This design comes from an exercise in tuning for small area and a short achievable clock period on the open sky130 flow, not from production work.
Where RTL was checked, it was by simulation tests only, not by an equivalence proof against the original.
Power figures rest on the tool's default switching activity, not on a simulated workload. No driver is modelled on the clock port, so clocking that relies on it looks cheaper here than on a real chip.

before:
==> flow/design.v <==
package spi_pkg;
    localparam int addr_w    = 7;     
    localparam int data_w    = 8;
    localparam int mem_depth = 128;   
    localparam int cnt_w     = 4;     
    localparam int pos_w     = 6;                     
    localparam int ring_len  = 1 << pos_w;            
    localparam int n_rings   = mem_depth / ring_len;  
    localparam int hi_tw     = 3;                     
    localparam int lo_tw     = 4;                     
endpackage
`timescale 1ns/1ps
module spi_input_sync (
    input  logic clkedge,
    input  logic rst,
    input  logic sclk,
    input  logic cs,
    input  logic mosi,
    output logic cs_active,    
    output logic sclk_hi,      
    output logic sclk_rise,    
    output logic sclk_fall,    
    output logic mosi_s        
);
    logic [1:0] sclk_ff;
    logic [1:0] cs_ff;
    logic [1:0] mosi_ff;
    logic       sclk_d;        
    always_ff @(posedge clkedge) begin
        if (rst) begin
            cs_ff <= 2'b11;    
        end else begin
            cs_ff <= {cs_ff[0], cs};
        end
    end
    always_ff @(posedge clkedge) begin
        sclk_ff <= {sclk_ff[0], sclk};
        mosi_ff <= {mosi_ff[0], mosi};
        sclk_d  <= sclk_ff[1];
    end
    assign cs_active = ~cs_ff[1];
    assign sclk_hi   = sclk_d;
    assign sclk_rise = sclk_ff[1] & ~sclk_d & cs_active;
    assign sclk_fall = ~sclk_ff[1] & sclk_d;
    assign mosi_s    = mosi_ff[1];
endmodule
`timescale 1ns/1ps
module spi_shift_reg (
    input  logic                          clkedge,
    input  logic                          sclk_rise,
    input  logic                          sclk_fall,
    input  logic                          mosi_s,
    input  logic [spi_pkg::cnt_w-1:0]     cnt,
    input  logic                          ph_data,
    input  logic                          ph_done,
    input  logic                          rw,
    input  logic                          ld_hi,      
    input  logic                          ld_lo,      
    input  logic [spi_pkg::data_w-1:0]    rd_data,
    output logic [spi_pkg::addr_w-1:0]    addr,
    output logic [spi_pkg::data_w-1:0]    sr,
    output logic                          miso
);
    localparam int dw = spi_pkg::data_w;
    logic shift;
    assign shift = (sclk_rise && !rw && ph_data)
                || (sclk_fall &&  rw && ph_data && (cnt[3] || cnt[0]));
    always_ff @(posedge clkedge) begin
        if (sclk_rise && !ph_data && !ph_done && !(cnt[3] && !cnt[2])) begin
            addr <= {addr[spi_pkg::addr_w-2:0], mosi_s};
        end
    end
    logic msb_nx;
    assign msb_nx = shift ? sr[dw-2] : (ld_hi ? rd_data[dw-1] : sr[dw-1]);
    always_ff @(posedge clkedge) begin
        sr[dw-1] <= msb_nx;
    end
    always_ff @(posedge clkedge) begin
        miso <= rw && msb_nx;
    end
    always_ff @(posedge clkedge) begin
        if (shift) begin
            sr[dw-2:0] <= {sr[dw-3:0], mosi_s};
        end else if (ld_lo) begin
            sr[dw-2:0] <= rd_data[dw-2:0];
        end
    end
endmodule
`timescale 1ns/1ps
module spi_ctrl_fsm (
    input  logic                       clkedge,
    input  logic                       rst,
    input  logic                       cs_active,
    input  logic                       sclk_rise,
    input  logic                       mosi_s,
    input  logic                       wr_done,    
    input  logic                       rd_any,     
    output logic [spi_pkg::cnt_w-1:0]  cnt,        
    output logic                       ph_data,    
    output logic                       ph_done,    
    output logic                       rw,         
    output logic                       wr_take,    
    output logic                       wr_pend,    
    output logic                       miso_oe
);
    wire last = cnt[3] && !cnt[2];
    assign wr_take = sclk_rise && ph_data && last && !rw;
    always_ff @(posedge clkedge) begin
        if (rst || !cs_active) begin
            cnt     <= '0;                             
            ph_data <= 1'b0;
            ph_done <= 1'b0;
        end else if (sclk_rise && !ph_done) begin
            cnt <= {cnt[2:0], !cnt[3]};
            if (last) begin
                ph_data <= !ph_data;
                ph_done <= ph_data;
            end
        end
    end
    always_ff @(posedge clkedge) begin
        if (sclk_rise && !ph_data && !ph_done && last) begin
            rw <= mosi_s;
        end
    end
    always_ff @(posedge clkedge) begin
        if (wr_take) begin
            wr_pend <= 1'b1;
        end else if (wr_done || rd_any) begin
            wr_pend <= 1'b0;
        end
    end
    always_ff @(posedge clkedge) begin
        if (rst) begin
            miso_oe <= 1'b0;
        end else begin
            miso_oe <= cs_active && rw && ph_data;
        end
    end
endmodule
`timescale 1ns/1ps
module spi_data_mem (
    input  logic                          clkedge,
    input  logic [spi_pkg::cnt_w-1:0]     cnt,
    input  logic                          ph_data,
    input  logic                          ph_done,
    input  logic                          rw,
    input  logic                          sclk_hi,
    input  logic                          wr_take,
    input  logic                          wr_pend,
    input  logic [spi_pkg::addr_w-1:0]    addr,
    input  logic [spi_pkg::data_w-1:0]    wr_data,
    output logic                          wr_done,
    output logic                          ld_hi,
    output logic                          ld_lo,
    output logic [spi_pkg::data_w-1:0]    rd_data
);
    localparam int aw = spi_pkg::addr_w;
    localparam int dw = spi_pkg::data_w;
    localparam int pw = spi_pkg::pos_w;
    localparam int hw = spi_pkg::hi_tw;
    localparam int lw = spi_pkg::lo_tw;
    localparam int nr = spi_pkg::n_rings;
    localparam int rl = spi_pkg::ring_len;
    localparam int nh = rl >> hw;      
    localparam int nl = rl >> lw;      
    logic [pw-1:0]           pos;
    logic [pw-1:0]           pos_nx;
    logic [aw-1:0]           wa;           
    logic                    wr_armed;     
    logic                    wr_hit;       
    logic [nr*nh-1:0]        taps_hi;
    logic [nr*nl*(dw-1)-1:0] taps_lo;
    logic                    hit_hi;       
    logic                    hit_lo;       
    logic [pw-hw-1:0]        sel_hi;       
    logic [pw-lw-1:0]        sel_lo;       
    logic                    win;
    logic                    win_d;
    logic                    same;
    logic                    wa_is_addr;
    assign pos_nx = pos + 1'b1;
    always_ff @(posedge clkedge) begin
        pos <= pos_nx;                     
    end
    always_ff @(posedge clkedge) begin
        if (wr_take) begin
            wa <= addr;
        end
    end
    always_ff @(posedge clkedge) begin
        wr_armed <= wr_pend;
        wr_hit   <= (pos_nx == wa[pw-1:0]);
    end
    assign wr_done = wr_pend && wr_armed && wr_hit;
    always_ff @(posedge clkedge) begin
        hit_hi <= (pos_nx[hw-1:0] == addr[hw-1:0]);
        hit_lo <= (pos_nx[lw-1:0] == addr[lw-1:0]);
        sel_hi <= addr[pw-1:hw] - pos_nx[pw-1:hw];
        sel_lo <= addr[pw-1:lw] - pos_nx[pw-1:lw];
        win_d  <= win;
        wa_is_addr <= (wa == addr);    
    end
    assign win    = (!ph_data && !ph_done && cnt[3] && !cnt[2]) || (ph_data && !cnt[3] && !cnt[0]);
    assign same   = wr_done && wa_is_addr;
    assign ld_hi  = win && win_d && hit_hi && !same;
    assign ld_lo  = ((win && win_d) || (ph_data && cnt[0] && !cnt[1] && rw && sclk_hi)) && hit_lo && !same;
    assign rd_data[dw-1]   = taps_hi[{addr[aw-1:pw], sel_hi}];
    assign rd_data[dw-2:0] = taps_lo[{addr[aw-1:pw], sel_lo}*(dw-1) +: dw-1];
    for (genvar r = 0; r < nr; r++) begin : g_ring
        logic [rl*dw-1:0] q;               
        wire              we = wr_done && (wa[aw-1:pw] == r);
        always_ff @(posedge clkedge) begin
            q <= {we ? wr_data : q[dw-1:0], q[rl*dw-1:dw]};
        end
        for (genvar t = 0; t < nh; t++) begin : g_tap_hi
            assign taps_hi[r*nh+t] = q[(t << hw)*dw + dw-1];
        end
        for (genvar t = 0; t < nl; t++) begin : g_tap_lo
            assign taps_lo[(r*nl+t)*(dw-1) +: dw-1] = q[(t << lw)*dw +: dw-1];
        end
    end
endmodule
`timescale 1ns/1ps
module spi_memory (
    input  logic clkedge,
    input  logic rst,
    input  logic sclk,
    input  logic cs,        
    input  logic mosi,
    output logic miso,
    output logic miso_oe
);
    logic                       cs_active;
    logic                       sclk_hi;
    logic                       sclk_rise;
    logic                       sclk_fall;
    logic                       mosi_s;
    logic [spi_pkg::cnt_w-1:0]  cnt;
    logic                       ph_data;
    logic                       ph_done;
    logic                       rw;
    logic                       wr_take;
    logic                       wr_pend;
    logic                       wr_done;
    logic                       ld_hi;
    logic                       ld_lo;
    logic [spi_pkg::addr_w-1:0] addr;
    logic [spi_pkg::data_w-1:0] sr;
    logic [spi_pkg::data_w-1:0] rd_data;
    spi_input_sync u_sync (
        .clkedge   (clkedge),
        .rst       (rst),
        .sclk      (sclk),
        .cs        (cs),
        .mosi      (mosi),
        .cs_active (cs_active),
        .sclk_hi   (sclk_hi),
        .sclk_rise (sclk_rise),
        .sclk_fall (sclk_fall),
        .mosi_s    (mosi_s)
    );
    spi_ctrl_fsm u_fsm (
        .clkedge   (clkedge),
        .rst       (rst),
        .cs_active (cs_active),
        .sclk_rise (sclk_rise),
        .mosi_s    (mosi_s),
        .wr_done   (wr_done),
        .rd_any    (ld_hi || ld_lo),
        .cnt       (cnt),
        .ph_data (ph_data),
        .ph_done (ph_done),
        .rw        (rw),
        .wr_take   (wr_take),
        .wr_pend   (wr_pend),
        .miso_oe   (miso_oe)
    );
    spi_shift_reg u_shift (
        .clkedge   (clkedge),
        .sclk_rise (sclk_rise),
        .sclk_fall (sclk_fall),
        .mosi_s    (mosi_s),
        .cnt       (cnt),
        .ph_data (ph_data),
        .ph_done (ph_done),
        .rw        (rw),
        .ld_hi     (ld_hi),
        .ld_lo     (ld_lo),
        .rd_data   (rd_data),
        .addr      (addr),
        .sr        (sr),
        .miso      (miso)
    );
    spi_data_mem u_mem (
        .clkedge (clkedge),
        .cnt     (cnt),
        .ph_data (ph_data),
        .ph_done (ph_done),
        .rw      (rw),
        .sclk_hi (sclk_hi),
        .wr_take (wr_take),
        .wr_pend (wr_pend),
        .addr    (addr),
        .wr_data (sr),
        .wr_done (wr_done),
        .ld_hi   (ld_hi),
        .ld_lo   (ld_lo),
        .rd_data (rd_data)
    );
endmodule
==> flow/config.mk <==
export PLATFORM = sky130hd
export DESIGN_NAME = spi_memory
export DESIGN_NICKNAME = spi_memory
export VERILOG_FILES = /design/flow/design.v
export SDC_FILE = /design/flow/constraint.sdc
export NUM_CORES = 4
export LEC_CHECK = 0
export CAP_MARGIN = 20
export CORE_MARGIN = 2
export CORE_UTILIZATION = 40
export CTS_CLUSTER_DIAMETER = 100
export CTS_CLUSTER_SIZE = 30
export SETUP_SLACK_MARGIN = 2.3
export SLEW_MARGIN = 20
==> flow/constraint.sdc <==
create_clock -name core_clock -period 4.0 [get_ports {clkedge}]
set_input_delay 0.8000 -clock core_clock [delete_from_list [all_inputs] [get_ports {clkedge}]]
set_output_delay 0.8000 -clock core_clock [all_outputs]
set_load 0.01 [all_outputs]
run.sh (not shown) runs the stock make flow with config.mk's settings and CLKGATE_MAP_FILE= SYNTH_SCRIPT=/design/flow/synth_recipe.tcl, a recipe that flattens the netlist after the stock synthesis.
In summary, before completed successfully, with a layout that passed the timing, DRC and antenna checks.
### before -> after
Settings: clearing CTS_CLUSTER_DIAMETER, which used to be 100; clearing CTS_CLUSTER_SIZE, which used to be 30.
==> flow/flow/run.sh (new file) <==
#!/bin/bash
# The standard flow's own layout, with two changes:
#  - a flatter clock tree: larger sink clusters under clkbuf_16 leaves and no
#    dummy loads;
#  - before detailed placement, the flip-flops that drive the output ports are
#    moved next to the ports' buffers (flow/io_flops.tcl).
set -euo pipefail
here=$(pwd)
bash standard.sh \
    'CTS_ARGS=-sink_clustering_enable -repair_clock_nets -dont_use_dummy_load -sink_clustering_size 30 -sink_clustering_max_diameter 100' \
    "PRE_DETAIL_PLACE_TCL=$here/flow/io_flops.tcl" \
    finish > standard_flow.log 2>&1
==> flow/flow/io_flops.tcl (new file) <==
# Before detailed placement: move each flip-flop that drives an output port's
# buffer next to that buffer, so the register-to-pin wire is short. Detailed
# placement then legalizes them.
set block [ord::get_db_block]
foreach bterm [$block getBTerms] {
  if {[$bterm getIoType] ne "OUTPUT"} { continue }
  set net [$bterm getNet]
  if {$net eq "NULL"} { continue }
  foreach it [$net getITerms] {
    if {![$it isOutputSignal]} { continue }
    set buf [$it getInst]
    foreach bin [$buf getITerms] {
      if {![$bin isInputSignal]} { continue }
      set n2 [$bin getNet]
      if {$n2 eq "NULL"} { continue }
      foreach it2 [$n2 getITerms] {
        if {![$it2 isOutputSignal]} { continue }
        set ff [$it2 getInst]
        if {![[$ff getMaster] isSequential]} { continue }
        set loc [$buf getLocation]
        set x [lindex $loc 0]
        set y [lindex $loc 1]
        set w [[$ff getMaster] getWidth]
        # Just inside the buffer, towards the core centre
        set die [$block getDieArea]
        set cx [expr {([$die xMin] + [$die xMax]) / 2}]
        if {$x > $cx} { set nx [expr {$x - $w - 2000}] } else { set nx [expr {$x + [[$buf getMaster] getWidth] + 2000}] }
        puts "io_flops: [$ff getName] -> ($nx, $y) next to [$buf getName] for [$bterm getName]"
        $ff setLocation $nx $y
      }
    }
  }
}
==> flow/standard.sh (new file) <==
#!/bin/bash
# synth_recipe.tcl (not shown) runs the flow's synth.tcl, then flattens the netlist and writes it again
# the make line also repeats each setting of config.mk as NAME=value (left out here)
make -C /OpenROAD-flow-scripts/flow DESIGN_CONFIG=/design/flow/config.mk WORK_HOME=/design/flow/orfs CLKGATE_MAP_FILE= SYNTH_SCRIPT=/design/flow/synth_recipe.tcl "${@:-finish}"
removed: flow/run.sh
Findings:
Fmax improves in after relative to before. [compare] base=before new=after: final period utilization saw a decrease, number of vias after detailed routing barely changed. STATUS total power: after wins against before. Cell area after layout: after lower than before.

* * *

north:
spi_memory, a different RTL version from the one above (not shown whole).
For scale: ~7 I/O pins.
==> flow/design.v (excerpt) <==
module spi_memory (
    input  logic clkedge,
    input  logic rst,
    input  logic sclk,
    input  logic cs,        
    input  logic mosi,
    output logic miso,
    output logic miso_oe
);
clock: 4.0 ns
lec_check: 0
cap_margin: 20
core_margin: 2
core_utilization: 40
setup_slack_margin: 2.3
slew_margin: 20
Stock flow here: none of the scripts above is used.
north reached the final stage; the timing, DRC and antenna checks on its layout passed.
[inputs] south vs north
- CTS_BUF_LIST now sky130_fd_sc_hd__clkbuf_8, previously not set
- CTS_CLUSTER_SIZE now 30, previously not set
- PLACE_DENSITY now 0.8, previously not set
- CORE_UTILIZATION now 70, was 40
- Between north and south, met1 routing resource usage after global routing is higher for south, north comes in under that.
- south: PASS, flow complete, no timing, DRC or antenna violations
- For the hold slack, south came in 8.6 ps lower than north did.
- Number of tapcells: south vs north down 317
- The die used by south is smaller than the one used by north.
Function was not checked in any run of this note: the RTL went through the layout flow alone.

==> port drivers added, routing unchanged <==
Ports are ideal in the flow. The routed layouts listed here were re-timed in OpenROAD. Step 1 sets driving cells, clkbuf_16 on the clock port and buf_2 on the other inputs (assumed; they add their load-dependent delay and slew). Step 2 times the ports against the registers' clock, not the clock port: input delays grow and output delays shrink by t, the midpoint of the rising clock arrivals with the driver on. Three values: ideal, step 1, step 2; two values: the first two.
run | shift t [ns] | setup WS [ns] | worst hold slack (ns) | worst setup path after step 2 | latest minus earliest clock arrival (ns)
before | 0.633 | 2.097 / 2.042 / 2.112 | 0.303 / 0.303 / 0.303 | input to register | 0.050 / 0.050
after | 0.611 | 2.167 / 2.116 / 1.960 | 0.255 / 0.255 / 0.255 | input to register | 0.081 / 0.081
north | 0.670 | 1.316 / 1.316 / 1.316 | 0.319 / 0.319 / 0.319 | register to register | 0.015 / 0.014
south | 0.740 | 1.039 / 1.039 / 1.039 | 0.310 / 0.310 / 0.310 | register to register | 0.032 / 0.031
After both steps every run listed still meets setup and hold. The setup slack of after, which loses most, moves by -0.051 ns with the drivers and by -0.207 ns with both steps.
